Context: an optimization exercise on an open-source flow, tuned for a short achievable clock period and few clock cycles. The choices shown serve that exercise and are no tape-out recipe. Only simulation tests tie the RTL to the original design; equivalence was not proved. No activity file was given, so power comes from the tool's default toggle rates.

oak:
==> flow/design.v <==
module mips_core (
  input  logic        CLK,
  input  logic        reset,
  output logic [31:0] imem_addr,
  input  logic [31:0] imem_data,
  output logic        wb_en,
  output logic [4:0]  wb_reg,
  output logic [31:0] wb_data,
  output logic        st_en,
  output logic [5:0]  st_addr,
  output logic [31:0] st_data
);
  logic [7:0]  pcF;                  
  logic [7:0]  pcP1;                 
  logic        eV;                   
  logic        eWe;                  
  logic [4:0]  eDest;
  logic        eLoad, eStore, eBr;
  logic        eSelAdd, eSelAnd, eSelOr, eSelSlt;
  logic        eSub;
  logic        eFast;                
  logic [31:0] eA, eB, eBalu;
  logic [7:0]  eEA;                  
  logic        ePredT, eNZ;
  logic [7:0]  ePcP1, eTgt, eTgtP1;   
  logic [7:0]  eRecov, eRecovP1;      
  logic [31:0] wRes;
  logic [31:1] wSel;                 
  logic        wbEn;
  logic [4:0]  wbReg;
  logic [31:0] wbData;
  logic        sEn;
  logic [5:0]  sAddr;
  logic [31:0] sData;
  logic [32*32-1:0] rf;
  logic [64*32-1:0] dmem;
  logic        mispE;
  logic        stallF;
  logic [31:0] aE, bE, baluE;         
  logic [31:0] bxE, sumE;
  logic [31:0] resE;                  
  assign imem_addr = {22'd0, pcF, 2'b00};
  logic [7:0]  pcP1F, tgtF, tgtP1F;
  logic        predTF;
  assign pcP1F  = pcP1;
  assign tgtF   = pcP1 + imem_data[7:0];
  assign tgtP1F = (pcP1 + 8'd1) + imem_data[7:0];
  logic [7:0]  pcBaseF, pcAltF, pcBaseP1F, pcAltP1F;
  assign pcBaseF   = mispE ? eRecov   : stallF ? pcP1 - 8'd1 : pcP1;
  assign pcAltF    = mispE ? eRecov   : tgtF;
  assign pcBaseP1F = mispE ? eRecovP1 : stallF ? pcP1 : pcP1 + 8'd1;
  assign pcAltP1F  = mispE ? eRecovP1 : tgtP1F;
  always_ff @(posedge CLK or negedge reset) begin
    if (!reset) begin
      pcF  <= '0;
      pcP1 <= 8'd1;
    end else begin
      pcF  <= predTF ? pcAltF   : pcBaseF;
      pcP1 <= predTF ? pcAltP1F : pcBaseP1F;
    end
  end
  logic [5:0]  opD, fnD;
  logic [4:0]  rsD, rtD, rdD;
  logic [31:0] simmD;
  assign opD   = imem_data[31:26];
  assign rsD   = imem_data[25:21];
  assign rtD   = imem_data[20:16];
  assign rdD   = imem_data[15:11];
  assign fnD   = imem_data[5:0];
  assign simmD = {{16{imem_data[15]}}, imem_data[15:0]};
  logic regWD, useImmD, loadD, storeD, brD;
  logic selAddD, selAndD, selOrD, selSltD, subD;
  logic [4:0] destD;
  always_comb begin
    regWD   = 1'b0;
    useImmD = 1'b0;
    loadD   = 1'b0;
    storeD  = 1'b0;
    brD     = 1'b0;
    selAddD = 1'b0;
    selAndD = 1'b0;
    selOrD  = 1'b0;
    selSltD = 1'b0;
    subD    = 1'b0;
    destD   = rtD;
    case (opD)
      6'h00: begin
        destD = rdD;
        case (fnD)
          6'h20: begin regWD = 1'b1; selAddD = 1'b1; end
          6'h22: begin regWD = 1'b1; selAddD = 1'b1; subD = 1'b1; end
          6'h24: begin regWD = 1'b1; selAndD = 1'b1; end
          6'h25: begin regWD = 1'b1; selOrD  = 1'b1; end
          6'h2A: begin regWD = 1'b1; selSltD = 1'b1; subD = 1'b1; end
          default: ;
        endcase
      end
      6'h08: begin regWD = 1'b1; useImmD = 1'b1; selAddD = 1'b1; end
      6'h23: begin regWD = 1'b1; useImmD = 1'b1; loadD = 1'b1; end
      6'h2B: begin storeD = 1'b1; useImmD = 1'b1; end
      6'h04: brD = 1'b1;
      default: ;
    endcase
  end
  logic weD;
  assign weD = regWD && (destD != 5'd0);
  logic [32*32-1:0] rfb;
  assign rfb[31:0] = '0;
  for (genvar i = 1; i < 32; i++) begin : g_rfb
    assign rfb[i*32 +: 32] = wSel[i] ? wRes : rf[i*32 +: 32];
  end
  logic [31:0] opAD, opBD;
  assign opAD = rfb[rsD*32 +: 32];
  assign opBD = rfb[rtD*32 +: 32];
  logic fAD, fBD;
  assign fAD = eWe && (eDest == rsD);
  assign fBD = eWe && (eDest == rtD);
  logic [3:0]  lowE;            
  assign lowE = (eSelAdd ? aE[3:0] + bxE[3:0] + {3'd0, eSub} : 4'd0)
              | (eSelAnd ? aE[3:0] & baluE[3:0] : 4'd0)
              | (eSelOr  ? aE[3:0] | baluE[3:0] : 4'd0);
  logic eqLowF, eqLowAF, eqLowBF;
  assign eqLowF  = (opAD[3:0] == opBD[3:0]);
  assign eqLowAF = eFast && (lowE == opAD[3:0]);
  assign eqLowBF = eFast && (lowE == opBD[3:0]);
  assign predTF = (opD == 6'h04)
               && ((rsD == rtD)
                || (!fAD && !fBD && eqLowF)
                || (fBD && eqLowAF)
                || (fAD && eqLowBF)
                || ((fAD || fBD) && !eFast && imem_data[15]));
  assign stallF = (loadD || storeD) && fAD;
  logic vNextE;
  assign vNextE = !mispE && !stallF;
  always_ff @(posedge CLK or negedge reset) begin
    if (!reset) begin
      eV      <= 1'b0;
      eWe     <= 1'b0;
      eDest   <= '0;
      eLoad   <= 1'b0;
      eStore  <= 1'b0;
      eBr     <= 1'b0;
      eSelAdd <= 1'b0;
      eSelAnd <= 1'b0;
      eSelOr  <= 1'b0;
      eSelSlt <= 1'b0;
      eSub    <= 1'b0;
      eFast   <= 1'b0;
      eA      <= '0;
      eB      <= '0;
      eBalu   <= '0;
      eEA     <= '0;
      ePredT  <= 1'b0;
      eNZ     <= 1'b0;
      ePcP1   <= '0;
      eTgt    <= '0;
      eTgtP1  <= '0;
    end else begin
      eV      <= vNextE;
      eWe     <= vNextE && weD;
      eDest   <= destD;
      eLoad   <= loadD;
      eStore  <= vNextE && storeD;
      eBr     <= vNextE && brD;
      eSelAdd <= selAddD;
      eSelAnd <= selAndD;
      eSelOr  <= selOrD;
      eSelSlt <= selSltD;
      eSub    <= subD;
      eFast   <= selAddD | selAndD | selOrD;
      eA      <= fAD ? resE : opAD;
      eB      <= fBD ? resE : opBD;
      eBalu   <= useImmD ? simmD : fBD ? resE : opBD;
      eEA     <= opAD[7:0] + imem_data[7:0];
      ePredT  <= predTF;
      eNZ     <= (imem_data[7:0] != 8'd0);
      ePcP1   <= pcP1F;
      eTgt    <= tgtF;
      eTgtP1  <= tgtP1F;
    end
  end
  assign aE    = eA;
  assign bE    = eB;
  assign baluE = eBalu;
  logic        ltE;
  assign bxE  = baluE ^ {32{eSub}};
  assign sumE = aE + bxE + {31'd0, eSub};
  assign ltE  = (aE[31] != baluE[31]) ? aE[31] : sumE[31];
  logic [7:0] eaE;
  logic [5:0] wordE;
  assign eaE   = eEA;
  assign wordE = eaE[7:2];
  logic [31:0] ldE;
  assign ldE = dmem[wordE*32 +: 32];
  assign resE = ({32{eSelAdd}} & sumE)
              | ({32{eSelAnd}} & (aE & baluE))
              | ({32{eSelOr}}  & (aE | baluE))
              | {31'd0, eSelSlt & ltE}
              | ({32{eLoad}}   & ldE);
  assign eRecov   = ePredT ? ePcP1 : eTgt;
  assign eRecovP1 = ePredT ? ePcP1 + 8'd1 : eTgtP1;
  logic eqE;
  assign eqE   = (aE == bE);
  assign mispE = eBr && eNZ && (eqE != ePredT);
  for (genvar i = 0; i < 64; i++) begin : g_dmem
    always_ff @(posedge CLK or negedge reset) begin
      if (!reset) begin
        dmem[i*32 +: 32] <= '0;
      end else if (eStore && wordE == i) begin
        dmem[i*32 +: 32] <= bE;
      end
    end
  end
  always_ff @(posedge CLK or negedge reset) begin
    if (!reset) begin
      wRes   <= '0;
      wSel   <= '0;
      wbEn   <= 1'b0;
      sEn   <= 1'b0;
    end else begin
      wRes   <= resE;
      for (int k = 1; k < 32; k++) wSel[k] <= eWe && (eDest == k);
      wbEn   <= eWe;
      sEn   <= eStore;
    end
  end
  always_ff @(posedge CLK) begin
    wbReg  <= eDest;
    wbData <= resE;
    sAddr  <= wordE;
    sData  <= bE;
  end
  assign rf[31:0] = '0;
  for (genvar i = 1; i < 32; i++) begin : g_rf
    always_ff @(posedge CLK or negedge reset) begin
      if (!reset) begin
        rf[i*32 +: 32] <= '0;
      end else if (wSel[i]) begin
        rf[i*32 +: 32] <= wRes;
      end
    end
  end
  assign wb_en   = wbEn;
  assign wb_reg  = wbReg;
  assign wb_data = wbData;
  assign st_en   = sEn;
  assign st_addr = sAddr;
  assign st_data = sData;
endmodule
export LEC_CHECK = 0
export ABC_AREA = 1
export ABC_CLOCK_PERIOD_IN_PS = 3000
export CAP_MARGIN = 20
export CORE_MARGIN = 2
export CORE_UTILIZATION = 40
export SLEW_MARGIN = 20
export TNS_END_PERCENT = 30
create_clock -name core_clock -period 10.0 [get_ports {CLK}]
standard.sh (not shown) runs the stock make flow with config.mk's settings and CLKGATE_MAP_FILE= SYNTH_SCRIPT=/design/flow/synth_recipe.tcl, a recipe that flattens the netlist after the stock synthesis.
==> flow/flow/run.sh <==
#!/bin/bash
set -euo pipefail
export SETUP_SLACK_MARGIN=6.8
bash standard.sh synth > synth.log 2>&1
bash standard.sh > layout.log 2>&1
Testbench counts of oak, summed over its fixed seeds: cycles 106,258.
The inputs of birch differ from those of oak as listed below.
- changing CORE_UTILIZATION from 40 to 48
==> flow/flow/run.sh <==
#!/bin/bash
set -euo pipefail
export SETUP_SLACK_MARGIN=6.8
export CTS_ARGS="-sink_clustering_enable -repair_clock_nets -sink_clustering_size 20 -sink_clustering_max_diameter 60 -distance_between_buffers 300"
bash standard.sh synth > synth.log 2>&1
bash standard.sh > layout.log 2>&1
Notes after the runs:
- Power delta (birch − oak): favourable
- The placed cell area in birch was lower than what oak gave.
- Relative to oak, core utilization increased by 8.3 points in birch.
- birch vs oak: first-pass iteration count of the detailed router down in birch

## separate check: timing with driven ports
The flow's constraints put no driver on any port. The routed layouts listed below were extracted and timed again, unchanged, in two steps.
Step 1: set_driving_cell puts a clkbuf_16 on CLK and a buf_2 on each other input, an assumption about the parent block.
Step 2 moves the port delays by t, midway between the first and last clock arrival at a register: inputs arrive t later, outputs are due t later. That takes back most of the time a late clock gives input paths.
Three values: no drivers, after step 1, after step 2; two values: the first two.
run	shift t [ns]	setup WS [ns]	worst setup path at the end	slew at the worst register clock pin (ns)
oak	1.079	6.249 / 6.036 / 4.957	input to register	0.07 / 0.07
birch	1.062	6.190 / 5.995 / 4.933	input to register	0.09 / 0.09
After both steps every run listed still meets setup and hold. The setup slack of oak, which loses most, moves by -0.213 ns with the drivers and by -1.292 ns with both steps.
